From an optimization exercise on the open Yosys and OpenROAD flow, aimed at small area, a short achievable clock period and few clock cycles per item; shortcuts taken in it are not production practice.
Function was checked by simulation only, so behaviour that the tests miss may differ from the original.

==> design.v <==
package ycrgb_pkg;
	localparam logic [9:0]  RST_COL_MAX = 10'd159;   
	localparam logic [9:0]  RST_ROW_MAX = 10'd119;   
	localparam logic [12:0] RST_ROW_STRIDE = 13'd960;
endpackage
module ycrgb_chroma
(
	input  logic [7:0] cb,    
	input  logic [7:0] cr,    
	output logic [9:0] kr,
	output logic [8:0] kg,
	output logic [9:0] kb
);
	logic signed [5:0] kb_c;    
	always_comb begin
		if ($signed(cb) >= 8'sd117) begin
			kb_c = -6'sd17;
		end else if ($signed(cb) >= 8'sd59) begin
			kb_c = -6'sd18;
		end else if ($signed(cb) >= 8'sd0) begin
			kb_c = -6'sd19;
		end else if ($signed(cb) >= -8'sd58) begin
			kb_c = -6'sd20;
		end else if ($signed(cb) >= -8'sd116) begin
			kb_c = -6'sd21;
		end else begin
			kb_c = -6'sd22;
		end
	end
	assign kb = {cb[7], cb, 1'b0} + {{4{kb_c[5]}}, kb_c};
	localparam logic [191:0] KR_TA = {12'd3741, 12'd3535, 12'd3332, 12'd3127, 12'd2924, 12'd2718, 12'd2515, 12'd2310, 12'd1278, 12'd1074, 12'd870, 12'd665, 12'd461, 12'd257, 12'd53, 12'd3944};
	localparam logic [191:0] KR_TB = {12'd191, 12'd178, 12'd164, 12'd153, 12'd139, 12'd127, 12'd114, 12'd101, 12'd89, 12'd75, 12'd63, 12'd50, 12'd38, 12'd25, 12'd11, 12'd0};
	logic [11:0] kr_ta;
	logic [11:0] kr_tb;
	logic [11:0] kr_s;
	assign kr_ta = KR_TA[12 * cr[7:4] +: 12];
	assign kr_tb = KR_TB[12 * cr[3:0] +: 12];
	assign kr_s  = kr_ta + kr_tb;
	assign kr = {kr_s[11], kr_s[11:3]};
	wire gw1 = ~cb[6] ^ cb[3];
	wire gw2 = ~cb[6] & cb[3];
	wire gw3 = cb[7] ^ cb[4];
	wire gw4 = cb[7] & cb[4];
	wire gw5 = cb[5] ^ ~cb[3];
	wire gw6 = cb[5] & ~cb[3];
	wire gw7 = ~cb[4] ^ ~cb[2];
	wire gw8 = ~cb[4] & ~cb[2];
	wire gw9 = ~cb[5] ^ ~cb[3] ^ ~cb[0];
	wire gw10 = (~cb[5] & ~cb[3]) | (~cb[5] & ~cb[0]) | (~cb[3] & ~cb[0]);
	wire gw11 = cr[5] ^ ~cr[1];
	wire gw12 = cr[5] & ~cr[1];
	wire gw13 = ~cb[6] ^ ~cb[4] ^ ~cb[1];
	wire gw14 = (~cb[6] & ~cb[4]) | (~cb[6] & ~cb[1]) | (~cb[4] & ~cb[1]);
	wire gw15 = cr[6] ^ ~cr[2];
	wire gw16 = cr[6] & ~cr[2];
	wire gw17 = cb[7] ^ ~cb[5] ^ ~cb[2];
	wire gw18 = (cb[7] & ~cb[5]) | (cb[7] & ~cb[2]) | (~cb[5] & ~cb[2]);
	wire gw19 = ~cr[7] ^ ~cr[3];
	wire gw20 = ~cr[7] & ~cr[3];
	wire gw21 = ~cb[6] ^ ~cb[3] ^ ~cr[4];
	wire gw22 = (~cb[6] & ~cb[3]) | (~cb[6] & ~cr[4]) | (~cb[3] & ~cr[4]);
	wire gw23 = cb[7] ^ ~cb[4] ^ ~cb[0];
	wire gw24 = (cb[7] & ~cb[4]) | (cb[7] & ~cb[0]) | (~cb[4] & ~cb[0]);
	wire gw25 = ~cb[5] ^ ~cb[1];
	wire gw26 = ~cb[5] & ~cb[1];
	wire gw27 = ~cb[6] ^ ~cb[2] ^ cr[7];
	wire gw28 = (~cb[6] & ~cb[2]) | (~cb[6] & cr[7]) | (~cb[2] & cr[7]);
	wire gw29 = cb[7] ^ ~cb[3];
	wire gw30 = cb[7] & ~cb[3];
	wire gw31 = ~cb[4] ^ cb[1] ^ ~cr[2];
	wire gw32 = (~cb[4] & cb[1]) | (~cb[4] & ~cr[2]) | (cb[1] & ~cr[2]);
	wire gw33 = ~cb[5] ^ cb[2] ^ ~cb[0];
	wire gw34 = (~cb[5] & cb[2]) | (~cb[5] & ~cb[0]) | (cb[2] & ~cb[0]);
	wire gw35 = ~cb[1] ^ ~cr[4] ^ cr[2];
	wire gw36 = (~cb[1] & ~cr[4]) | (~cb[1] & cr[2]) | (~cr[4] & cr[2]);
	wire gw37 = ~cr[0] ^ 1'b1;
	wire gw38 = ~cr[0] & 1'b1;
	wire gw39 = ~cb[2] ^ ~cr[5] ^ cr[3];
	wire gw40 = (~cb[2] & ~cr[5]) | (~cb[2] & cr[3]) | (~cr[5] & cr[3]);
	wire gw41 = ~cr[1] ^ gw3 ^ gw2;
	wire gw42 = (~cr[1] & gw3) | (~cr[1] & gw2) | (gw3 & gw2);
	wire gw43 = ~cr[6] ^ cr[4] ^ ~cr[2];
	wire gw44 = (~cr[6] & cr[4]) | (~cr[6] & ~cr[2]) | (cr[4] & ~cr[2]);
	wire gw45 = 1'b1 ^ gw5 ^ gw4;
	wire gw46 = (1'b1 & gw5) | (1'b1 & gw4) | (gw5 & gw4);
	wire gw47 = cb[6] ^ ~cb[4] ^ cr[7];
	wire gw48 = (cb[6] & ~cb[4]) | (cb[6] & cr[7]) | (~cb[4] & cr[7]);
	wire gw49 = cr[5] ^ ~cr[3] ^ gw6;
	wire gw50 = (cr[5] & ~cr[3]) | (cr[5] & gw6) | (~cr[3] & gw6);
	wire gw51 = ~cb[7] ^ ~cb[5] ^ cr[6];
	wire gw52 = (~cb[7] & ~cb[5]) | (~cb[7] & cr[6]) | (~cb[5] & cr[6]);
	wire gw53 = ~cr[4] ^ 1'b1;
	wire gw54 = ~cr[4] & 1'b1;
	wire gw55 = ~cb[6] ^ ~cr[7] ^ ~cr[5];
	wire gw56 = (~cb[6] & ~cr[7]) | (~cb[6] & ~cr[5]) | (~cr[7] & ~cr[5]);
	wire gw57 = ~cb[2] ^ ~cb[0];
	wire gw58 = ~cb[2] & ~cb[0];
	wire gw59 = ~cb[3] ^ ~cb[1];
	wire gw60 = ~cb[3] & ~cb[1];
	wire gw61 = cr[4] ^ ~cr[0] ^ 1'b1;
	wire gw62 = (cr[4] & ~cr[0]) | (cr[4] & 1'b1) | (~cr[0] & 1'b1);
	wire gw63 = 1'b1 ^ gw9 ^ gw11;
	wire gw64 = (1'b1 & gw9) | (1'b1 & gw11) | (gw9 & gw11);
	wire gw65 = gw13 ^ gw15 ^ gw10;
	wire gw66 = (gw13 & gw15) | (gw13 & gw10) | (gw15 & gw10);
	wire gw67 = gw17 ^ gw19 ^ gw14;
	wire gw68 = (gw17 & gw19) | (gw17 & gw14) | (gw19 & gw14);
	wire gw69 = 1'b1 ^ gw21 ^ gw18;
	wire gw70 = (1'b1 & gw21) | (1'b1 & gw18) | (gw21 & gw18);
	wire gw71 = ~cr[5] ^ 1'b1 ^ gw23;
	wire gw72 = (~cr[5] & 1'b1) | (~cr[5] & gw23) | (1'b1 & gw23);
	wire gw73 = ~cr[6] ^ 1'b1 ^ gw25;
	wire gw74 = (~cr[6] & 1'b1) | (~cr[6] & gw25) | (1'b1 & gw25);
	wire gw75 = ~cr[0] ^ 1'b1 ^ gw27;
	wire gw76 = (~cr[0] & 1'b1) | (~cr[0] & gw27) | (1'b1 & gw27);
	wire gw77 = cb[0] ^ ~cr[1] ^ gw29;
	wire gw78 = (cb[0] & ~cr[1]) | (cb[0] & gw29) | (~cr[1] & gw29);
	wire gw79 = cr[0] ^ 1'b1 ^ gw31;
	wire gw80 = (cr[0] & 1'b1) | (cr[0] & gw31) | (1'b1 & gw31);
	wire gw81 = ~cr[3] ^ cr[1] ^ gw33;
	wire gw82 = (~cr[3] & cr[1]) | (~cr[3] & gw33) | (cr[1] & gw33);
	wire gw83 = gw1 ^ gw35 ^ gw37;
	wire gw84 = (gw1 & gw35) | (gw1 & gw37) | (gw35 & gw37);
	wire gw85 = gw39 ^ gw41 ^ gw36;
	wire gw86 = (gw39 & gw41) | (gw39 & gw36) | (gw41 & gw36);
	wire gw87 = gw43 ^ gw45 ^ gw40;
	wire gw88 = (gw43 & gw45) | (gw43 & gw40) | (gw45 & gw40);
	wire gw89 = gw47 ^ gw49 ^ gw44;
	wire gw90 = (gw47 & gw49) | (gw47 & gw44) | (gw49 & gw44);
	wire gw91 = gw51 ^ gw53 ^ gw48;
	wire gw92 = (gw51 & gw53) | (gw51 & gw48) | (gw53 & gw48);
	wire gw93 = 1'b1 ^ gw55 ^ gw52;
	wire gw94 = (1'b1 & gw55) | (1'b1 & gw52) | (gw55 & gw52);
	wire gw95 = cb[7] ^ ~cr[6] ^ 1'b1;
	wire gw96 = (cb[7] & ~cr[6]) | (cb[7] & 1'b1) | (~cr[6] & 1'b1);
	wire gw97 = cr[2] ^ 1'b1;
	wire gw98 = cr[2] & 1'b1;
	wire gw99 = cr[3] ^ gw59 ^ gw58;
	wire gw100 = (cr[3] & gw59) | (cr[3] & gw58) | (gw59 & gw58);
	wire gw101 = gw7 ^ gw61 ^ gw60;
	wire gw102 = (gw7 & gw61) | (gw7 & gw60) | (gw61 & gw60);
	wire gw103 = gw8 ^ gw63 ^ gw62;
	wire gw104 = (gw8 & gw63) | (gw8 & gw62) | (gw63 & gw62);
	wire gw105 = gw12 ^ gw65 ^ gw64;
	wire gw106 = (gw12 & gw65) | (gw12 & gw64) | (gw65 & gw64);
	wire gw107 = gw16 ^ gw67 ^ gw66;
	wire gw108 = (gw16 & gw67) | (gw16 & gw66) | (gw67 & gw66);
	wire gw109 = gw20 ^ gw69 ^ gw68;
	wire gw110 = (gw20 & gw69) | (gw20 & gw68) | (gw69 & gw68);
	wire gw111 = gw22 ^ gw71 ^ gw70;
	wire gw112 = (gw22 & gw71) | (gw22 & gw70) | (gw71 & gw70);
	wire gw113 = gw24 ^ gw73 ^ gw72;
	wire gw114 = (gw24 & gw73) | (gw24 & gw72) | (gw73 & gw72);
	wire gw115 = gw26 ^ gw75 ^ gw74;
	wire gw116 = (gw26 & gw75) | (gw26 & gw74) | (gw75 & gw74);
	wire gw117 = gw28 ^ gw77 ^ gw76;
	wire gw118 = (gw28 & gw77) | (gw28 & gw76) | (gw77 & gw76);
	wire gw119 = gw30 ^ gw79 ^ gw78;
	wire gw120 = (gw30 & gw79) | (gw30 & gw78) | (gw79 & gw78);
	wire gw121 = gw32 ^ gw81 ^ gw80;
	wire gw122 = (gw32 & gw81) | (gw32 & gw80) | (gw81 & gw80);
	wire gw123 = gw34 ^ gw83 ^ gw82;
	wire gw124 = (gw34 & gw83) | (gw34 & gw82) | (gw83 & gw82);
	wire gw125 = gw38 ^ gw85 ^ gw84;
	wire gw126 = (gw38 & gw85) | (gw38 & gw84) | (gw85 & gw84);
	wire gw127 = gw42 ^ gw87 ^ gw86;
	wire gw128 = (gw42 & gw87) | (gw42 & gw86) | (gw87 & gw86);
	wire gw129 = gw46 ^ gw89 ^ gw88;
	wire gw130 = (gw46 & gw89) | (gw46 & gw88) | (gw89 & gw88);
	wire gw131 = gw50 ^ gw91 ^ gw90;
	wire gw132 = (gw50 & gw91) | (gw50 & gw90) | (gw91 & gw90);
	wire gw133 = gw54 ^ gw93 ^ gw92;
	wire gw134 = (gw54 & gw93) | (gw54 & gw92) | (gw93 & gw92);
	wire gw135 = gw56 ^ gw95 ^ gw94;
	wire gw136 = (gw56 & gw95) | (gw56 & gw94) | (gw95 & gw94);
	wire gw137 = cr[7] ^ 1'b1 ^ gw96;
	wire gw138 = (cr[7] & 1'b1) | (cr[7] & gw96) | (1'b1 & gw96);
	wire [23:0] gw139 = {gw138,gw137,gw135,gw133,gw131,gw129,gw127,gw125,gw123,gw121,gw119,gw117,gw115,gw113,gw111,gw109,gw107,gw105,gw103,gw101,gw99,gw57,1'b0,1'b0};
	wire [23:0] gw140 = {1'b0,gw136,gw134,gw132,gw130,gw128,gw126,gw124,gw122,gw120,gw118,gw116,gw114,gw112,gw110,gw108,gw106,gw104,gw102,gw100,gw98,gw97,1'b0,1'b0};
	wire [23:0] gw141 = gw139 + gw140;
	assign kg = {gw141[23],gw141[22],gw141[21],gw141[20],gw141[19],gw141[18],gw141[17],gw141[16],gw141[15]};
endmodule
module ycrgb_luma
(
	input  logic [7:0] luma,
	output logic [8:0] yy
);
	wire w1 = luma[4] ^ luma[2];
	wire w2 = luma[4] & luma[2];
	wire w3 = luma[5] ^ luma[3] ^ luma[1];
	wire w4 = (luma[5] & luma[3]) | (luma[5] & luma[1]) | (luma[3] & luma[1]);
	wire w5 = luma[6] ^ luma[4];
	wire w6 = luma[6] & luma[4];
	wire w7 = luma[7] ^ luma[5] ^ luma[3];
	wire w8 = (luma[7] & luma[5]) | (luma[7] & luma[3]) | (luma[5] & luma[3]);
	wire w9 = luma[6] ^ luma[4];
	wire w10 = luma[6] & luma[4];
	wire w11 = luma[7] ^ luma[5];
	wire w12 = luma[7] & luma[5];
	wire w13 = luma[7] ^ luma[2];
	wire w14 = luma[7] & luma[2];
	wire w15 = luma[3] ^ luma[1];
	wire w16 = luma[3] & luma[1];
	wire w17 = luma[0] ^ 1'b1 ^ w1;
	wire w18 = (luma[0] & 1'b1) | (luma[0] & w1) | (1'b1 & w1);
	wire w19 = 1'b1 ^ w3 ^ w2;
	wire w20 = (1'b1 & w3) | (1'b1 & w2) | (w3 & w2);
	wire w21 = luma[2] ^ w5 ^ w4;
	wire w22 = (luma[2] & w5) | (luma[2] & w4) | (w5 & w4);
	wire w23 = luma[0] ^ w7 ^ w6;
	wire w24 = (luma[0] & w7) | (luma[0] & w6) | (w7 & w6);
	wire w25 = luma[1] ^ w9 ^ w8;
	wire w26 = (luma[1] & w9) | (luma[1] & w8) | (w9 & w8);
	wire w27 = luma[2] ^ w11 ^ w10;
	wire w28 = (luma[2] & w11) | (luma[2] & w10) | (w11 & w10);
	wire w29 = luma[6] ^ luma[3] ^ w12;
	wire w30 = (luma[6] & luma[3]) | (luma[6] & w12) | (luma[3] & w12);
	wire w31 = luma[7] ^ luma[4];
	wire w32 = luma[7] & luma[4];
	wire [20:0] w33 = {1'b0,luma[7],luma[6],luma[5],w31,w29,w27,w25,w23,w21,w19,w17,w15,luma[0],luma[6],luma[5],1'b0,1'b0,1'b0,1'b0,1'b0};
	wire [20:0] w34 = {1'b0,1'b0,1'b0,w32,w30,w28,w26,w24,w22,w20,w18,w16,w14,w13,luma[1],luma[0],1'b0,1'b0,1'b0,1'b0,1'b0};
	wire [20:0] w35 = w33 + w34;
	assign yy = {w35[20],w35[19],w35[18],w35[17],w35[16],w35[15],w35[14],w35[13],w35[12]};
endmodule
module ycbcr420_to_rgb_flip_core
#(
	parameter int MAX_WIDTH  = 2048,
	parameter int MAX_HEIGHT = 2048
) (
	input  logic        clk,
	input  logic        arst_n,
	input  logic        wr_en,
	input  logic [1:0]  wr_index,
	input  logic [12:0] wr_data,
	input  logic        s_tvalid,
	output logic        s_tready,
	input  logic [47:0] s_tdata,
	output logic        m_tvalid,
	input  logic        m_tready,
	output logic [71:0] m_tdata,
	output logic        m_tlast,
	output logic        m_tuser
);
	function automatic logic [7:0] sat8(input logic signed [10:0] v);
		if (v[10]) begin
			sat8 = 8'd0;
		end else if (v[9] | v[8]) begin
			sat8 = 8'd255;
		end else begin
			sat8 = v[7:0];
		end
	endfunction
	logic        ph;        
	logic        v1;
	logic        v2;
	logic        ld2;
	logic        r2_free;
	logic        ov;
	logic        olast;     
	logic        addr_ok;
	logic        adv;       
	logic        r1_free;
	logic        ld1;
	logic        ld1_in;    
	logic        ld_lo;
	logic        acc;
	logic        skid_v;    
	logic [7:0]  sk_a;
	logic [7:0]  sk_b;
	assign adv      = v2 && (!ov || m_tready) && addr_ok;
	assign r2_free  = !v2 || adv;
	assign ld2      = v1 && r2_free;
	assign r1_free  = !v1 || ld2;
	assign ld1      = r1_free && (skid_v || s_tvalid);
	assign ld1_in   = r1_free && !skid_v && s_tvalid;
	assign ld_lo    = adv && !olast;
	assign s_tready = ph && !skid_v;
	assign acc      = s_tvalid && s_tready;
	always_ff @(posedge clk or negedge arst_n) begin
		if (!arst_n) begin
			ph     <= 1'b0;
			skid_v <= 1'b0;
			v1     <= 1'b0;
			v2     <= 1'b0;
			ov     <= 1'b0;
			olast  <= 1'b1;
		end else begin
			if (ld1_in || acc) begin
				ph <= !ph;
			end
			if (acc && !r1_free) begin
				skid_v <= 1'b1;
			end else if (r1_free) begin
				skid_v <= 1'b0;
			end
			if (r1_free) begin
				v1 <= skid_v || s_tvalid;
			end
			if (r2_free) begin
				v2 <= v1;
			end
			if (adv) begin
				ov    <= 1'b1;
				olast <= !olast;
			end else if (m_tready) begin
				ov    <= 1'b0;
			end
		end
	end
	always_ff @(posedge clk) begin
		if (acc && !r1_free) begin
			sk_a <= s_tdata[23:16];
			sk_b <= s_tdata[31:24];
		end
	end
	logic [7:0] ya_q;
	logic [7:0] yb_q;
	logic [7:0] cb_q;
	logic [7:0] cr_q;
	always_ff @(posedge clk) begin
		if (ld1) begin
			ya_q <= skid_v ? sk_a : (ph ? s_tdata[23:16] : s_tdata[7:0]);
			yb_q <= skid_v ? sk_b : (ph ? s_tdata[31:24] : s_tdata[15:8]);
		end
		if (ld1_in) begin
			cb_q <= s_tdata[39:32];
			cr_q <= s_tdata[47:40];
		end
	end
	logic [8:0]        yy_a;
	logic [8:0]        yy_b;
	logic signed [9:0] kr;
	logic signed [8:0] kg;
	logic signed [9:0] kb;
	ycrgb_luma u_luma_a (.luma(ya_q), .yy(yy_a));
	ycrgb_luma u_luma_b (.luma(yb_q), .yy(yy_b));
	ycrgb_chroma u_chroma (
		.cb (cb_q ^ 8'h80),
		.cr (cr_q ^ 8'h80),
		.kr (kr),
		.kg (kg),
		.kb (kb)
	);
	logic [8:0]        yy_a_q;
	logic [8:0]        yy_b_q;
	logic signed [9:0] kr_q;
	logic signed [8:0] kg_q;
	logic signed [9:0] kb_q;
	always_ff @(posedge clk) begin
		if (ld2) begin
			yy_a_q <= yy_a;
			yy_b_q <= yy_b;
			kr_q   <= kr;
			kg_q   <= kg;
			kb_q   <= kb;
		end
	end
	function automatic logic [10:0] add11(input logic [10:0] a, input logic [10:0] b);
		logic c;
		c = 1'b0;
		for (int i = 0; i < 11; i++) begin
			add11[i] = a[i] ^ b[i] ^ c;
			c        = (a[i] & b[i]) | (c & (a[i] ^ b[i]));
		end
	endfunction
	logic [9:0]  cm;        
	logic [9:0]  rm;        
	logic [12:0] stride;
	logic [9:0]  col;       
	logic [9:0]  row;       
	logic        lc_q;      
	logic        lr_q;      
	logic        lr_q2;
	logic        wr_q;      
	logic        clamp;
	logic        lc_adv;
	logic        lr_adv;
	logic [23:0] base;      
	logic        bvalid;
	logic        bstart;
	logic [3:0]  bcnt;
	logic        kbit_q;
	logic        st_q;
	logic [9:0]  wr_max;
	logic [9:0]  col_n;
	logic [9:0]  row_n;
	logic [9:0]  kmul;
	logic [15:0] kmul_x;
	logic [23:0] badd_a;
	logic [23:0] badd_b;
	logic [23:0] badd;
	logic        row_step;
	logic        wr_geo;
	function automatic logic ge10(input logic [9:0] a, input logic [9:0] b);
		logic c;
		c = 1'b1;
		for (int i = 0; i < 10; i++) begin
			c = (a[i] & ~b[i]) | ((a[i] | ~b[i]) & c);
		end
		ge10 = c;
	endfunction
	function automatic logic [9:0] inc10(input logic [9:0] a);
		logic c;
		c = 1'b1;
		for (int i = 0; i < 10; i++) begin
			inc10[i] = a[i] ^ c;
			c        = a[i] & c;
		end
	endfunction
	logic [9:0] col_p1;
	logic [9:0] row_p1;
	assign col_p1 = inc10(col);
	assign row_p1 = inc10(row);
	always_comb begin
		if (wr_data[10:0] == 11'd0) begin
			wr_max = 10'd0;
		end else if (wr_data[10]) begin
			wr_max = 10'd1023;
		end else begin
			wr_max = wr_data[9:0] - 10'd1;
		end
	end
	assign wr_geo = wr_en && (wr_index != 2'd3);
	always_ff @(posedge clk or negedge arst_n) begin
		if (!arst_n) begin
			cm     <= ycrgb_pkg::RST_COL_MAX;
			rm     <= ycrgb_pkg::RST_ROW_MAX;
			stride <= ycrgb_pkg::RST_ROW_STRIDE;
		end else if (wr_en) begin
			case (wr_index)
				2'd0: cm     <= wr_max;
				2'd1: rm     <= wr_max;
				2'd2: stride <= wr_data;
				default: ;
			endcase
		end
	end
	assign row_step = ld_lo && lc_q && !lr_q;
	assign clamp    = !bvalid && !wr_q && !wr_geo;
	assign lc_adv   = lc_q ? (cm == 10'd0) : ge10(col_p1, cm);
	assign lr_adv   = lc_q ? (lr_q ? (rm == 10'd0) : ge10(row_p1, rm)) : lr_q;
	always_comb begin
		col_n = col;
		row_n = row;
		if (ld_lo) begin
			if (lc_q) begin
				col_n = 10'd0;
				row_n = lr_q ? 10'd0 : row_p1;
			end else begin
				col_n = col_p1;
			end
		end else if (clamp) begin
			if (lc_q) begin
				col_n = cm;
			end
			if (lr_q) begin
				row_n = rm;
			end
		end
	end
	always_ff @(posedge clk or negedge arst_n) begin
		if (!arst_n) begin
			col   <= '0;
			row   <= '0;
			lc_q  <= 1'b0;
			lr_q  <= 1'b0;
			lr_q2 <= 1'b0;
			wr_q  <= 1'b0;
		end else begin
			col   <= col_n;
			row   <= row_n;
			if (ld_lo) begin
				lc_q <= lc_adv;
				lr_q <= lr_adv;
			end else begin
				lc_q <= (clamp && lc_q) || ge10(col, cm);
				lr_q <= (clamp && lr_q) || ge10(row, rm);
			end
			lr_q2 <= lr_q;
			wr_q  <= wr_geo;
		end
	end
	assign kmul   = lr_q ? rm : (rm - row);
	assign kmul_x = {6'd0, kmul};
	assign bstart = st_q || wr_q || (lr_q && !lr_q2);
	logic [14:0] badd_lo;
	logic [9:0]  bhi_dec;
	logic [9:0]  bhi_inc;
	assign badd_a  = bvalid ? base : {base[22:0], 1'b0};
	assign badd_b  = bvalid ? ~(24'({stride, 1'b0})) : (kbit_q ? 24'({stride, 1'b0}) : 24'd0);
	assign badd_lo = {1'b0, badd_a[13:0]} + {1'b0, badd_b[13:0]} + 15'(bvalid);
	assign bhi_dec = base[23:14] - 10'd1;
	assign bhi_inc = base[22:13] + 10'd1;
	always_comb begin
		if (bvalid) begin
			badd = {badd_lo[14] ? base[23:14] : bhi_dec, badd_lo[13:0]};
		end else begin
			badd = {badd_lo[14] ? bhi_inc : base[22:13], badd_lo[13:0]};
		end
	end
	always_ff @(posedge clk or negedge arst_n) begin
		if (!arst_n) begin
			bvalid <= 1'b0;
			bcnt   <= 4'd10;
			st_q   <= 1'b1;
		end else begin
			st_q <= 1'b0;
			if (bstart) begin
				bvalid <= 1'b0;
				bcnt   <= (rm[9:5] == 5'd0) ? 4'd5 : 4'd10;
			end else if (!bvalid) begin
				if (bcnt == 4'd0) begin
					bvalid <= 1'b1;
				end
				bcnt <= bcnt - 4'd1;
			end
		end
	end
	always_ff @(posedge clk) begin
		if (bstart) begin
			base   <= '0;
			kbit_q <= 1'b0;
		end else begin
			if (!bvalid || row_step) begin
				base <= badd;
			end
			kbit_q <= kmul_x[bcnt - 4'd1];
		end
	end
	assign addr_ok = olast ? (bvalid || lr_q) : 1'b1;
	logic [47:0] opix;
	logic [23:0] ooff;
	logic        ouser;
	logic [23:0] up_off;
	logic [23:0] bsel;
	logic [13:0] up_lo;
	logic [13:0] lo_lo;
	logic [10:0] bsel_inc;
	logic [10:0] ooff_inc;
	logic [23:0] lo_off;
	assign bsel     = lr_q ? 24'd0 : base;
	assign up_lo    = {1'b0, bsel[12:0]} + 14'({col, 2'b00}) + 14'({col, 1'b0});
	assign bsel_inc = bsel[23:13] + 11'd1;
	assign up_off   = {up_lo[13] ? bsel_inc : bsel[23:13], up_lo[12:0]};
	assign lo_lo    = {1'b0, ooff[12:0]} + {1'b0, stride};
	assign ooff_inc = ooff[23:13] + 11'd1;
	assign lo_off   = {lo_lo[13] ? ooff_inc : ooff[23:13], lo_lo[12:0]};
	always_ff @(posedge clk) begin
		if (adv) begin
			opix[7:0]   <= sat8(add11(11'(yy_a_q), 11'(kr_q)));
			opix[15:8]  <= sat8(add11(11'(yy_a_q), 11'(kg_q)));
			opix[23:16] <= sat8(add11(11'(yy_a_q), 11'(kb_q)));
			opix[31:24] <= sat8(add11(11'(yy_b_q), 11'(kr_q)));
			opix[39:32] <= sat8(add11(11'(yy_b_q), 11'(kg_q)));
			opix[47:40] <= sat8(add11(11'(yy_b_q), 11'(kb_q)));
			ooff        <= olast ? up_off : lo_off;
			ouser       <= !olast && lc_q && lr_q;
		end
	end
	assign m_tvalid = ov;
	assign m_tlast  = olast;
	assign m_tuser  = ouser;
	assign m_tdata  = {ooff, opix};
endmodule
==> flow/run.sh <==
#!/bin/bash
# The standard layout, with repair_timing aiming below the clock period
# (setup margin) so the critical paths are sized and buffered, and the port
# buffers made from the smallest buffer cell (repair sizes them up as needed).
set -euo pipefail
bash standard.sh SETUP_SLACK_MARGIN=6.9 "BUFFER_PORTS_ARGS=-buffer_cell sky130_fd_sc_hd__buf_1" finish > make.log 2>&1
==> standard.sh <==
#!/bin/bash
# synth_recipe.tcl (not shown) runs the flow's synth.tcl, then flattens the netlist and writes it again
# the make line also repeats each setting of config.mk as NAME=value (left out here)
make -C /OpenROAD-flow-scripts/flow DESIGN_CONFIG=/design/flow/config.mk WORK_HOME=/design/flow/orfs CLKGATE_MAP_FILE= SYNTH_SCRIPT=/design/flow/synth_recipe.tcl "${@:-finish}"
==> config.mk <==
export PLATFORM = sky130hd
export DESIGN_NAME = ycbcr420_to_rgb_flip_core
export DESIGN_NICKNAME = ycbcr420_to_rgb_flip_core
export VERILOG_FILES = /design/flow/design.v
export SDC_FILE = /design/flow/constraint.sdc
export NUM_CORES = 4
export LEC_CHECK = 0
export CAP_MARGIN = 20
export CORE_MARGIN = 2
export CORE_UTILIZATION = 40
export CTS_BUF_LIST = sky130_fd_sc_hd__clkbuf_8
export CTS_CLUSTER_DIAMETER = 60
export CTS_CLUSTER_SIZE = 16
export SLEW_MARGIN = 20
==> constraint.sdc <==
create_clock -name core_clock -period 11.0 [get_ports {clk}]
set_input_delay 2.2000 -clock core_clock [delete_from_list [all_inputs] [get_ports {clk}]]
set_output_delay 2.2000 -clock core_clock [all_outputs]
set_load 0.01 [all_outputs]
==> qor.csv, run 1 <==
stage;metric;value;unit
placement;place_congestion;0.855;
setup_path;r2r_cells;16;
clocking;ctsRootBufferMaster;clkbuf_8;
clocking;htreeDepth;1;
drt;drt_pass1_iterations;5;
sta;fmax;0.244;GHz
sta;worst_pin_slew;1070;ps
status;status;complete, no violations;
setup_path;r2r-end;kg_q[7];
clocking;clock-sinks;261;
finish;layout_commonest_cell;inv_1;
setup_path;r2r_start;cb_q[3];
setup_path;path_class;flop to flop;
finish;syn_to_final_growth;13.0;%
yosys;yosysWarnings;2;
finish;layout_common_cells;inv_1, ha_1, edfxtp_1, nor2_1, buf_1;
worst_hold_path;hold_path_class;flop to flop;
clocking;cts_tree;yes;
yosys;yosysSeqAreaShare;0.363;
yosys;syn_area;0.0200;sq mm
clocking;cts.path.max_buffers;3;
global_route;gr-total-overflow;0;
drt;post_drt_via_cell_ratio;5.31;
drt;postRouteAntennaNets;0;
sta;rsz0062_at_grt;yes;
sta;hold_ws;486;ps
yosys;netlist_instances;1977;
global_route;grt_pass1_vias;14864;
floorplanning;die_w;228;um
drt;vias;15050;
floorplanning;core;0.0498;sq mm
yosys;ys.flop_type;edfxtp_1;
sta;setup_tns;0;ps
setup_path;end_kind;flop;
global_route;antenna_found_initial;0;
worst_hold_path;min_to;base[9];
yosys;syn_nets;2364;
drt;post_drt_wl_per_cell;18.1;um
floorplanning;initial_utilization;0.403;
sta;fin_crit;4100;ps
floorplanning;rows;82;
yosys;synth-edff-count;167;
drt;routed_wirelength;51.3;mm
sta;hold_violations;0;
sta;finalCritPeriodShare;0.372;
worst_hold_path;min_from;base[9];
placement;dp_slack;6180;ps
placement;hpwl;38.4;mm
setup_path;cp_data_arrival_time;4510;ps
finish;diodes;0;
finish;layout-drive-gt1-share;0.110;
sta;maxSlewHeadroom;0.286;
floorplanning;fp.dieH;228;um
finish;n_fill_cell;4705;
setup_path;cp.required;11420;ps
yosys;avgSynthCellArea;10.1;sq um
drt;drcViolationCount;0;
sta;finalWorstSetupSlack;6900;ps
job;maxCapViolCount;0;
finish;nets;2527;
floorplanning;die_area;0.0519;sq mm
global_route;grt_pass1_wl;80.6;mm
clocking;numCtsBuffers;29;
sta;setup_viol;0;
clocking;clk_pin_slew;90;ps
setup_path;cp_max_fo;3;
yosys;synthArstFlopShare;0.264;
placement;io_buffers;143;
yosys;synthDistinctLibCells;75;
worst_hold_path;whs_path_depth;2;
setup_path;start_kind;flop;
sta;report.final.slew_viol_count;0;
drt;drt_iter0_markers;893;
setup_path;regToRegSetupSlack;6900;ps
global_route;grt_use_total;0.194;
sta;fin_skew;60.8;ps
global_route;grt_max_degree;70;
clocking;holdBufCountCts;0;
clocking;worstSkewPairLatency;670;ps
floorplanning;ioPinCount;144;
yosys;synth_seq_cells;261;
[Yosys cell counts, types with 29 or more instances]
cell	n	area share
inv_1	233	0.044
ha_1	199	0.12
edfxtp_1	167	0.25
nor2_1	161	0.030
nand2_1	140	0.026
a21oi_1	121	0.030
fa_1	120	0.12
o21ai_0	102	0.025
xnor2_1	60	0.026
clkbuf_1	59	0.011
xor2_1	50	0.022
dfrtp_1	49	0.061
a21o_1	34	0.013
nand3_1	32	0.0080
nor2b_1	31	0.0097
mux2i_1	30	0.015
nor3_1	29	0.0072
[cell type report]
class                   instances  area [sq um]  share of cell area
clock buffers                  29           399              0.0176
clock inverters                24           308              0.0136
inverters                     235           905              0.0400
multi-input cells            1416         11900               0.528
flip-flops and latches        261          7270               0.321
well taps                     672           841              0.0371
repair buffers                196           958              0.0423
repair inverters                1          5.00            0.000221
[worst max-delay path, cell delays in order (launching register included)]
cell	delay [ps]
edfxtp_1	500
buf_4	180
buf_6	110
ha_2	170
fa_1	480
inv_1	50
fa_1	470
fa_2	570
inv_2	50
ha_4	230
nand2_2	70
o21a_1	130
o21ai_0	60
o21bai_2	200
o31a_1	320
buf_4	140
xor2_1	130
[flip-flops by register name (all words and copies together), names as in the netlist, 10 cells and up]
signal / count
kb_q: 10
stride: 13
opix: 48
col: 10
rm: 10
base: 24
row: 10
ooff: 24
cm: 10
[worst max-delay path by stage]
stage,startpoint,end,slack [ps],depth (start not counted)
2_1_floorplan,m_tready,ooff[0],6840,3
3_3_place_gp,m_tready,base[19],6290,10
3_5_place_dp,m_tready,base[19],6180,10
4_1_cts,cb_q[3],kg_q[8],6820,14
5_1_grt,cb_q[3],kg_q[7],6750,16
6_report,cb_q[3],kg_q[7],6900,16
[per-layer routing]
| layer | global-route usage | routed length [um] | vias to the layer above |
|---|---|---|---|
| li1 | - | - | 7240 |
| met1 | 0.256 | 22300 | 7327 |
| met2 | 0.336 | 25000 | 418 |
| met3 | 0.0306 | 2800 | 65 |
| met4 | 0.0434 | 1160 | 0 |
| met5 | 0 | 0 | - |
[through the flow]
step                area [sq um]  std cells  utilization
global placement           21300       2740        0.428
CTS                        22200       2814        0.446
detailed placement         21300       2740        0.428
global route               22600       2834        0.455
floorplan                  20000       1977            -
finish                     22600       2834        0.455
[cell families (layout without fill, tap and decap cells)]
group           Yosys count  after routing  share of synthesized area
simple gates            475            475                      0.109
compound gates          437            437                      0.138
fa+ha+maj               331            331                      0.251
buf+inv                 300            485                     0.0563
flops                   261            261                      0.363
xor+xnor                110            110                     0.0481
mux                      62             62                     0.0352
other cells               1              1                   0.000187
[what timing repair did]
action	CTS	global route
gates resized for setup	11	63
gates cloned	0	1
buffers inserted	21	19
setup endpoints to repair	19	50
pin swaps	1	19
Testbench counts, summed over its fixed seeds: cycles 19,264, items 9,600.
==> run 2: changes to the inputs <==
--- a/design.v
+++ b/design.v
@@ -507,7 +507,7 @@
 			st_q <= 1'b0;
 			if (bstart) begin
 				bvalid <= 1'b0;
-				bcnt   <= (rm[9:5] == 5'd0) ? 4'd5 : 4'd10;
+				bcnt   <= 4'd10;
 			end else if (!bvalid) begin
 				if (bcnt == 4'd0) begin
 					bvalid <= 1'b1;
==> flow/run.sh (replaced) <==
#!/bin/bash
# The standard layout, with repair_timing aiming below the clock period
# (setup margin) so the critical paths are sized and buffered, and the port
# buffers made from the smallest buffer cell (repair sizes them up as needed).
set -euo pipefail
bash standard.sh SETUP_SLACK_MARGIN=6.95 "BUFFER_PORTS_ARGS=-buffer_cell sky130_fd_sc_hd__buf_1" finish > make.log 2>&1
--- a/config.mk
+++ b/config.mk
@@ -9,6 +9,6 @@
 export CORE_MARGIN = 2
 export CORE_UTILIZATION = 40
 export CTS_BUF_LIST = sky130_fd_sc_hd__clkbuf_8
-export CTS_CLUSTER_DIAMETER = 60
-export CTS_CLUSTER_SIZE = 16
+export CTS_CLUSTER_DIAMETER = 100
+export CTS_CLUSTER_SIZE = 12
 export SLEW_MARGIN = 20
==> qor.csv, run 2 <==
stage;metric;value;unit;change
status;status;complete, no violations;;unchanged
worst_hold_path;hold_path_class;flop to flop;;unchanged
sta;maxSlewHeadroom;0.417;;was 0.286
yosys;synthDistinctLibCells;74;;was 75
floorplanning;fp.dieH;228;um;about the same
sta;fin_crit;4120;ps;was 4100 ps
yosys;synth_common_cells;inv_1, ha_1, nor2_1, edfxtp_1, nand2_1;;was inv_1, ha_1, edfxtp_1, nor2_1, nand2_1
finish;diodes;0;;unchanged
yosys;netlist_instances;1963;;was 1977
sta;report.final.slew_viol_count;0;;unchanged
clocking;cts_tree;yes;;unchanged
floorplanning;core;0.0492;sq mm;was 0.0498 sq mm
floorplanning;ioPinCount;144;;unchanged
sta;hold_ws;484;ps;was 486 ps
sta;setup_tns;0;ps;unchanged
placement;place_inst;2713;;was 2740
clocking;holdBufCountCts;0;;unchanged
floorplanning;die_w;228;um;about the same
floorplanning;die_area;0.0518;sq mm;was 0.0519 sq mm
placement;io_buffers;143;;unchanged
setup_path;cp_data_arrival_time;4460;ps;was 4510 ps
drt;postRouteAntennaNets;0;;unchanged
sta;setup_viol;0;;unchanged
yosys;synth_area_leader_cell;edfxtp_1;;unchanged
worst_hold_path;whs_path_depth;2;;unchanged
sta;rsz0062_at_grt;yes;;unchanged
setup_path;r2r_start;cb_q[7];;was cb_q[3]
clocking;clk_pin_slew;80;ps;was 90 ps
placement;dp_slack;6280;ps;was 6180 ps
yosys;avgSynthCellArea;10.2;sq um;was 10.1 sq um
yosys;synth_most_common_cell;inv_1;;unchanged
global_route;grt_use_total;0.191;;was 0.194
setup_path;crit_chain;inv_2 -> ha_4 -> inv_1 -> fa_1 -> inv_2 -> fa_1 -> fa_1 -> inv_2 -> ha_4 -> a21o_1 -> a21oi_2 -> o21a_1 -> a21boi_2 -> o31ai_4 -> nand2b_1 -> a21oi_2 -> xnor2_1;;was buf_4 -> buf_6 -> ha_2 -> fa_1 -> inv_1 -> fa_1 -> fa_2 -> inv_2 -> ha_4 -> nand2_2 -> o21a_1 -> o21ai_0 -> o21bai_2 -> o31a_1 -> buf_4 -> xor2_1
yosys;muxShareOfSynthArea;0.0428;;was 0.0352
yosys;synth-edff-count;167;;unchanged
finish;nets;2500;;was 2527
finish;layout_common_cells;inv_1, ha_1, edfxtp_1, nor2_1, buf_1;;unchanged
setup_path;r2r-end;kg_q[7];;unchanged
setup_path;r2r_cells;17;;was 16
setup_path;cpPeakStageDelay;530;ps;was 570 ps
finish;design_area;0.0223;sq mm;was 0.0226 sq mm
drt;drcViolationCount;0;;unchanged
yosys;synthAdderAreaFrac;0.251;;about the same
yosys;ys.flop_type;edfxtp_1;;unchanged
yosys;yosysSeqAreaShare;0.364;;was 0.363
sta;worst_pin_slew;852;ps;was 1070 ps
finish;final_cell_count_no_fill;2797;;was 2834
sta;finalCritPeriodShare;0.375;;was 0.372
yosys;synthArstFlopShare;0.264;;unchanged
yosys;yosysWarnings;2;;unchanged
clocking;ctsRootBufferMaster;clkbuf_8;;unchanged
setup_path;worstSetupEndpoint;kg_q[7];;unchanged
drt;drt_pass1_iterations;5;;unchanged
sta;fin_skew;63.0;ps;was 60.8 ps
sta;fmax;0.242;GHz;was 0.244 GHz
placement;hpwl;37.9;mm;was 38.4 mm
yosys;syn_area;0.0200;sq mm;about the same
yosys;syn_nets;2350;;was 2364
job;maxCapViolCount;0;;unchanged
floorplanning;rows;81;;was 82
drt;routed_wirelength;50.2;mm;was 51.3 mm
finish;largest_register_ffs;48;;unchanged
finish;reg.largest.list;opix x48, base x24, ooff x24;;unchanged
setup_path;startpoint;cb_q[7];;was cb_q[3]
drt;drt_iter0_markers;1023;;was 893
floorplanning;initial_utilization;0.407;;was 0.403
yosys;synth_top_family_by_area;adder cells;;unchanged
yosys;synth_top_area_share;0.251;;was 0.250
finish;syn_to_final_growth;11.5;%;was 13.0%
setup_path;cp.depth;17;;was 16
setup_path;critical-path-top-delay-family;adder cells;;unchanged
setup_path;start_kind;flop;;unchanged
clocking;numCtsBuffers;26;;was 29
setup_path;path_buf_inv;4;;was 5
clocking;worstSkewPairLatency;630;ps;was 670 ps
placement;place_congestion;0.948;;was 0.855
clocking;htreeDepth;1;;unchanged
setup_path;cp.required;11340;ps;was 11420 ps
yosys;synth-simple-area-share;0.112;;was 0.109
setup_path;regToRegSetupSlack;6880;ps;was 6900 ps
yosys;synth_seq_cells;261;;unchanged
finish;multi_input_area;0.0119;sq mm;about the same
global_route;antenna_found_initial;0;;unchanged
setup_path;cpMaxStageDelayCell;fa_1;;was fa_2
yosys;synth_area_leaders;edfxtp_1, ha_1, fa_1;;unchanged
clocking;cts.path.max_buffers;3;;unchanged
sta;hold_violations;0;;unchanged
drt;post_drt_via_cell_ratio;5.26;;was 5.31
sta;finalWorstSetupSlack;6880;ps;was 6900 ps
setup_path;path_class;flop to flop;;unchanged
yosys;synth_compound_area_frac;0.125;;was 0.138
setup_path;cp_max_fo;6;;was 3
finish;n_fill_cell;4667;;was 4705
global_route;grt_pass1_wl;77.5;mm;was 80.6 mm
global_route;grt_max_degree;70;;unchanged
finish;layout_commonest_cell;inv_1;;unchanged
drt;post_drt_wl_per_cell;17.9;um;was 18.1 um
drt;vias;14712;;was 15050
global_route;grt_pass1_vias;14452;;was 14864
placement;place_area;0.0212;sq mm;was 0.0213 sq mm
finish;layout-drive-gt1-share;0.105;;was 0.110
clocking;clock-sinks;261;;unchanged
global_route;gr-total-overflow;0;;unchanged
setup_path;end_kind;flop;;unchanged
finish;regArea;0.00727;sq mm;unchanged
yosys;synth_xor_xnor_area_share;0.0504;;was 0.0481
finish;largest-register;opix;;unchanged
-- run 2: changes by cell type after synthesis, moves of 6 or more --
cell,delta
nor3_1,+14
xnor2_1,+16
mux2_2,+12
a21oi_1,-22
nor2_1,+10
a21o_1,-9
o21ai_0,-9
xor2_1,-11
mux2i_1,+6
nand2_1,-15
-- run 2: worst reg2reg max path, stage by stage, from the launching register on --
cell and delay (ps):
edfxtp_1 430, inv_2 120, ha_4 280, inv_1 40, fa_1 510, inv_2 40, fa_1 480, fa_1 530
inv_2 50, ha_4 220, a21o_1 160, a21oi_2 130, o21a_1 170, a21boi_2 90, o31ai_4 260, nand2b_1 140
a21oi_2 170, xnor2_1 70
-- run 2: worst min path at each step --
stage | start | end | slack [ps]
after global routing | base[1] | base[1] | 500
after CTS | base[1] | base[1] | 490
final | base[3] | base[3] | 480
after detailed placement | v1 | v2 | 470
after floorplan | lr_q | lr_q2 | 350
after global placement | v1 | v2 | 450
-- run 2: kinds of logic (layout without fill, tap and decap cells) --
| family | after synthesis | after routing |
|---|---|---|
| buf+inv | 298 | 468 |
| fa+ha+maj | 330 | 330 |
| flops | 261 | 261 |
| simple gates | 486 | 486 |
| other cells | 1 | 1 |
| mux | 78 | 78 |
| xor+xnor | 115 | 115 |
| compound gates | 394 | 394 |
-- run 2: cell type report --
| type | count | share of cell area |
|---|---|---|
| clock inverter | 22 | 0.00539 |
| timing repair buffer | 189 | 0.0416 |
| sequential | 261 | 0.326 |
| clock buffer | 26 | 0.0161 |
| tap | 664 | 0.0373 |
| multi-input combinational | 1404 | 0.534 |
| inverter | 231 | 0.0393 |
-- run 2: metal layers --
| layer | up-vias | global-route usage | routed length (um) | share of wire |
|---|---|---|---|---|
| met4 | 0 | 0.0460 | 1050 | 0.021 |
| met2 | 423 | 0.335 | 24400 | 0.49 |
| met3 | 72 | 0.0272 | 2710 | 0.054 |
| met1 | 7099 | 0.250 | 22000 | 0.44 |
| met5 | - | 0 | 0 | 0 |
| li1 | 7118 | - | - | - |
-- run 2: what timing repair did --
item	CTS	global route
setup endpoints to repair	25	59
buffers inserted	18	17
gates resized for setup	14	59
pin swaps	2	17
-- run 2: through the flow --
stage | util
6_report | 0.453
5_1_grt | 0.453
4_1_cts | 0.445
3_5_place_dp | 0.432
3_3_place_gp | 0.432
2_1_floorplan | -
Testbench counts of run 2, summed over its fixed seeds: cycles 19,304, items 9,600.
==> run 3: changes to the inputs <==
--- a/design.v
+++ b/design.v
@@ -507,7 +507,7 @@
 			st_q <= 1'b0;
 			if (bstart) begin
 				bvalid <= 1'b0;
-				bcnt   <= 4'd10;
+				bcnt   <= (rm[9:5] == 5'd0) ? 4'd5 : 4'd10;
 			end else if (!bvalid) begin
 				if (bcnt == 4'd0) begin
 					bvalid <= 1'b1;
==> flow/run.sh (replaced) <==
#!/bin/bash
# The standard layout, with repair_timing aiming below the clock period
# (setup margin) so the critical paths are sized and buffered, and the port
# buffers made from the smallest buffer cell (repair sizes them up as needed).
set -euo pipefail
bash standard.sh SETUP_SLACK_MARGIN=7.0 "BUFFER_PORTS_ARGS=-buffer_cell sky130_fd_sc_hd__buf_1" finish > make.log 2>&1
--- a/config.mk
+++ b/config.mk
@@ -9,6 +9,6 @@
 export CORE_MARGIN = 2
 export CORE_UTILIZATION = 40
 export CTS_BUF_LIST = sky130_fd_sc_hd__clkbuf_8
-export CTS_CLUSTER_DIAMETER = 100
-export CTS_CLUSTER_SIZE = 12
+export CTS_CLUSTER_DIAMETER = 80
+export CTS_CLUSTER_SIZE = 14
 export SLEW_MARGIN = 20
==> qor.csv, run 3 <==
stage;metric;value;unit;change
clocking;clk_pin_slew;100;ps;was 80 ps
yosys;syn_area;0.0200;sq mm;about the same
floorplanning;ioPinCount;144;;unchanged
finish;regArea;0.00727;sq mm;about the same
job;maxCapViolCount;0;;unchanged
clocking;htreeDepth;1;;unchanged
clocking;numCtsBuffers;25;;was 26
clocking;worstSkewPairLatency;620;ps;was 630 ps
floorplanning;core;0.0498;sq mm;was 0.0492 sq mm
yosys;yosysSeqAreaShare;0.363;;was 0.364
yosys;netlist_instances;1977;;was 1963
setup_path;end_kind;flop;;unchanged
clocking;cts.path.max_buffers;3;;unchanged
setup_path;path_class;flop to flop;;unchanged
sta;rsz0062_at_grt;yes;;unchanged
finish;final_cell_count_no_fill;2850;;was 2797
sta;finalWorstSetupSlack;6930;ps;was 6880 ps
yosys;avgSynthCellArea;10.1;sq um;was 10.2 sq um
setup_path;cp_data_arrival_time;4440;ps;was 4460 ps
setup_path;timing.critical_path.mode_cell;fa_1;;
drt;drcViolationCount;0;;unchanged
placement;place_congestion;0.915;;was 0.948
setup_path;cpPeakStageDelay;530;ps;about the same
sta;fin_crit;4070;ps;was 4120 ps
finish;layout_common_cells;inv_1, ha_1, edfxtp_1, nor2_1, buf_1;;unchanged
sta;worst_pin_slew;953;ps;was 852 ps
setup_path;cpMaxStageDelayCell;fa_1;;unchanged
finish;multi_input_area;0.0120;sq mm;was 0.0119 sq mm
placement;place_inst;2742;;was 2713
drt;post_drt_via_cell_ratio;5.34;;was 5.26
worst_hold_path;hold_path_class;flop to flop;;unchanged
finish;diodes;0;;unchanged
yosys;synth_top_area_share;0.250;;was 0.251
sta;report.final.slew_viol_count;0;;unchanged
yosys;synth_area_leaders;edfxtp_1, ha_1, fa_1;;unchanged
placement;io_buffers;143;;unchanged
placement;place_area;0.0213;sq mm;was 0.0212 sq mm
floorplanning;fp.dieH;228;um;about the same
global_route;grt_use_total;0.199;;was 0.191
clocking;ctsRootBufferMaster;clkbuf_8;;unchanged
placement;hpwl;38.8;mm;was 37.9 mm
yosys;yosysWarnings;2;;unchanged
floorplanning;die_w;228;um;about the same
yosys;syn_nets;2364;;was 2350
finish;largest_register_ffs;48;;unchanged
yosys;synth_area_leader_cell;edfxtp_1;;unchanged
finish;nets;2546;;was 2500
sta;fmax;0.245;GHz;was 0.242 GHz
yosys;ys.flop_type;edfxtp_1;;unchanged
drt;drt_iter0_markers;1104;;was 1023
sta;hold_violations;0;;unchanged
global_route;grt_pass1_wl;82.8;mm;was 77.5 mm
setup_path;start_kind;flop;;unchanged
sta;finalCritPeriodShare;0.370;;was 0.375
global_route;grt_pass1_vias;15120;;was 14452
finish;fin_util;0.458;;was 0.453
setup_path;regToRegSetupSlack;6930;ps;was 6880 ps
clocking;clock-sinks;261;;unchanged
sta;maxSlewHeadroom;0.364;;was 0.417
finish;syn_to_final_growth;13.6;%;was 11.5%
drt;postRouteAntennaNets;0;;unchanged
drt;vias;15217;;was 14712
sta;hold_ws;489;ps;was 484 ps
drt;routed_wirelength;52.6;mm;was 50.2 mm
finish;layout-drive-gt1-share;0.118;;was 0.105
yosys;synthArstFlopShare;0.264;;unchanged
yosys;synth-edff-count;167;;unchanged
floorplanning;initial_utilization;0.403;;was 0.407
global_route;antenna_found_initial;1;;was 0
finish;largest-register;opix;;unchanged
floorplanning;die_area;0.0519;sq mm;was 0.0518 sq mm
drt;drt_pass1_iterations;5;;unchanged
clocking;cts_tree;yes;;unchanged
global_route;grt_max_degree;70;;unchanged
setup_path;cp.required;11360;ps;was 11340 ps
finish;layout_commonest_cell;inv_1;;unchanged
floorplanning;rows;82;;was 81
placement;dp_slack;6280;ps;about the same
drt;post_drt_wl_per_cell;18.4;um;was 17.9 um
yosys;synth_common_cells;inv_1, ha_1, edfxtp_1, nor2_1, nand2_1;;was inv_1, ha_1, nor2_1, edfxtp_1, nand2_1
status;status;complete, no violations;;unchanged
sta;setup_tns;0;ps;unchanged
finish;n_fill_cell;4704;;was 4667
setup_path;cp_max_fo;5;;was 6
yosys;synthDistinctLibCells;75;;was 74
sta;setup_viol;0;;unchanged
finish;design_area;0.0228;sq mm;was 0.0223 sq mm
setup_path;crit_chain;buf_4 -> buf_6 -> fa_1 -> inv_2 -> fa_1 -> fa_1 -> ha_4 -> nand3_1 -> a21o_1 -> a21boi_1 -> o21a_1 -> o21ai_2 -> a211oi_2 -> nor4b_2 -> a311o_1;;was inv_2 -> ha_4 -> inv_1 -> fa_1 -> inv_2 -> fa_1 -> fa_1 -> inv_2 -> ha_4 -> a21o_1 -> a21oi_2 -> o21a_1 -> a21boi_2 -> o31ai_4 -> nand2b_1 -> a21oi_2 -> xnor2_1
yosys;synth_seq_cells;261;;unchanged
sta;fin_skew;26.7;ps;was 63.0 ps
finish;reg.largest.list;opix x48, base x24, ooff x24;;unchanged
yosys;synth_most_common_cell;inv_1;;unchanged
global_route;gr-total-overflow;0;;unchanged
==> run 3: cell count changes after synthesis, moves of 5 or more <==
cell      previous run  this run
xor2_1              39        50
nand2_1            125       140
o21ai_0             93       102
o311ai_0             2         7
a311oi_1             1         6
xnor2_1             76        60
or2_2                6         1
mux2_2              40        28
nor3_1              43        29
a21oi_1             99       121
nor2_1             171       161
a21o_1              25        34
mux2i_1             36        30
==> run 3: worst paths after layout <==
path,cells after the start,startpoint,end
max,15,cb_q[0],kg_q[2]
min,2,base[6],base[6]
max reg2reg,15,cb_q[0],kg_q[2]
min reg2reg,2,base[6],base[6]
max in group asynchronous,2,arst_n,bvalid
min in group asynchronous,2,arst_n,ov
==> run 3: worst max-delay path, delay by kind of cell (launching register included) <==
family / cells / cell delay (ps)
adder cells (fa/ha/maj): 4 / 1690
AND/OR/NAND/NOR: 2 / 170
flip-flops: 1 / 430
buffers and inverters: 3 / 380
AO/OA/AOI/OAI: 6 / 1160
==> run 3: logic make-up after synthesis <==
group | count (synthesis) | share of synthesized area
adders and majority gates | 331 | 0.251
other | 1 | 0.000187
muxes | 62 | 0.0352
DFF | 261 | 0.363
and+or+nand+nor | 475 | 0.109
buffers and inverters | 300 | 0.0563
AOI/OAI and AO/OA | 437 | 0.138
xor gates and xnor gates | 110 | 0.0481
==> run 3: layer usage <==
metal | wire length (um) | up-vias | global-route usage
met5 | 0 | - | 0
met4 | 1160 | 0 | 0.0407
met3 | 2900 | 62 | 0.0296
met2 | 25500 | 439 | 0.338
met1 | 23000 | 7453 | 0.272
li1 | - | 7263 | -
==> run 3: cell type report <==
class	instances	area share
timing repair buffer	219	0.0537
tap	672	0.0369
inverter	235	0.0399
clock buffer	26	0.0157
clock inverter	20	0.00528
sequential	261	0.319
timing repair inverter	1	0.000220
multi-input combinational	1416	0.529
==> run 3: timing repair <==
action                                  CTS  global route
setup buffers                            36            23
resized for setup                        26            74
pin swaps                                 5            27
gates cloned                              2             1
endpoints found under the setup margin   74            59
hold buffers                              0             0
Testbench counts of run 3, summed over its fixed seeds: cycles 19,264, items 9,600.

[re-timing with driven ports]
The flow's constraints put no driver on any port. The routed layouts listed below were extracted and timed again, unchanged, in two steps.
Step 1 (the two cells are an assumption about what drives the block):
set clk [get_ports {clk}]
set_driving_cell -lib_cell sky130_fd_sc_hd__clkbuf_16 $clk
set_driving_cell -lib_cell sky130_fd_sc_hd__buf_2 [delete_from_list [all_inputs] $clk]
Step 2, shift: input delay + t, output delay - t, t = (earliest + latest rising clock arrival at the registers) / 2. This alone moves slack from input paths to output paths.
Three values: ideal, step 1, step 2; two values: the first two.
run	t, ns	slack for setup (ns)	latest minus earliest clock arrival (ns)	worst data-port slew with drivers (ns)
run 1	0.680	6.904 / 6.904 / 6.461	0.070 / 0.070	0.06
run 2	0.653	6.876 / 6.876 / 6.554	0.067 / 0.067	0.03
run 3	0.651	6.926 / 6.926 / 6.468	0.029 / 0.029	0.05
After both steps setup and hold are still met in every run listed. The setup slack of run 3, which loses most, moves by 0.000 ns with the drivers and by -0.458 ns with both steps.
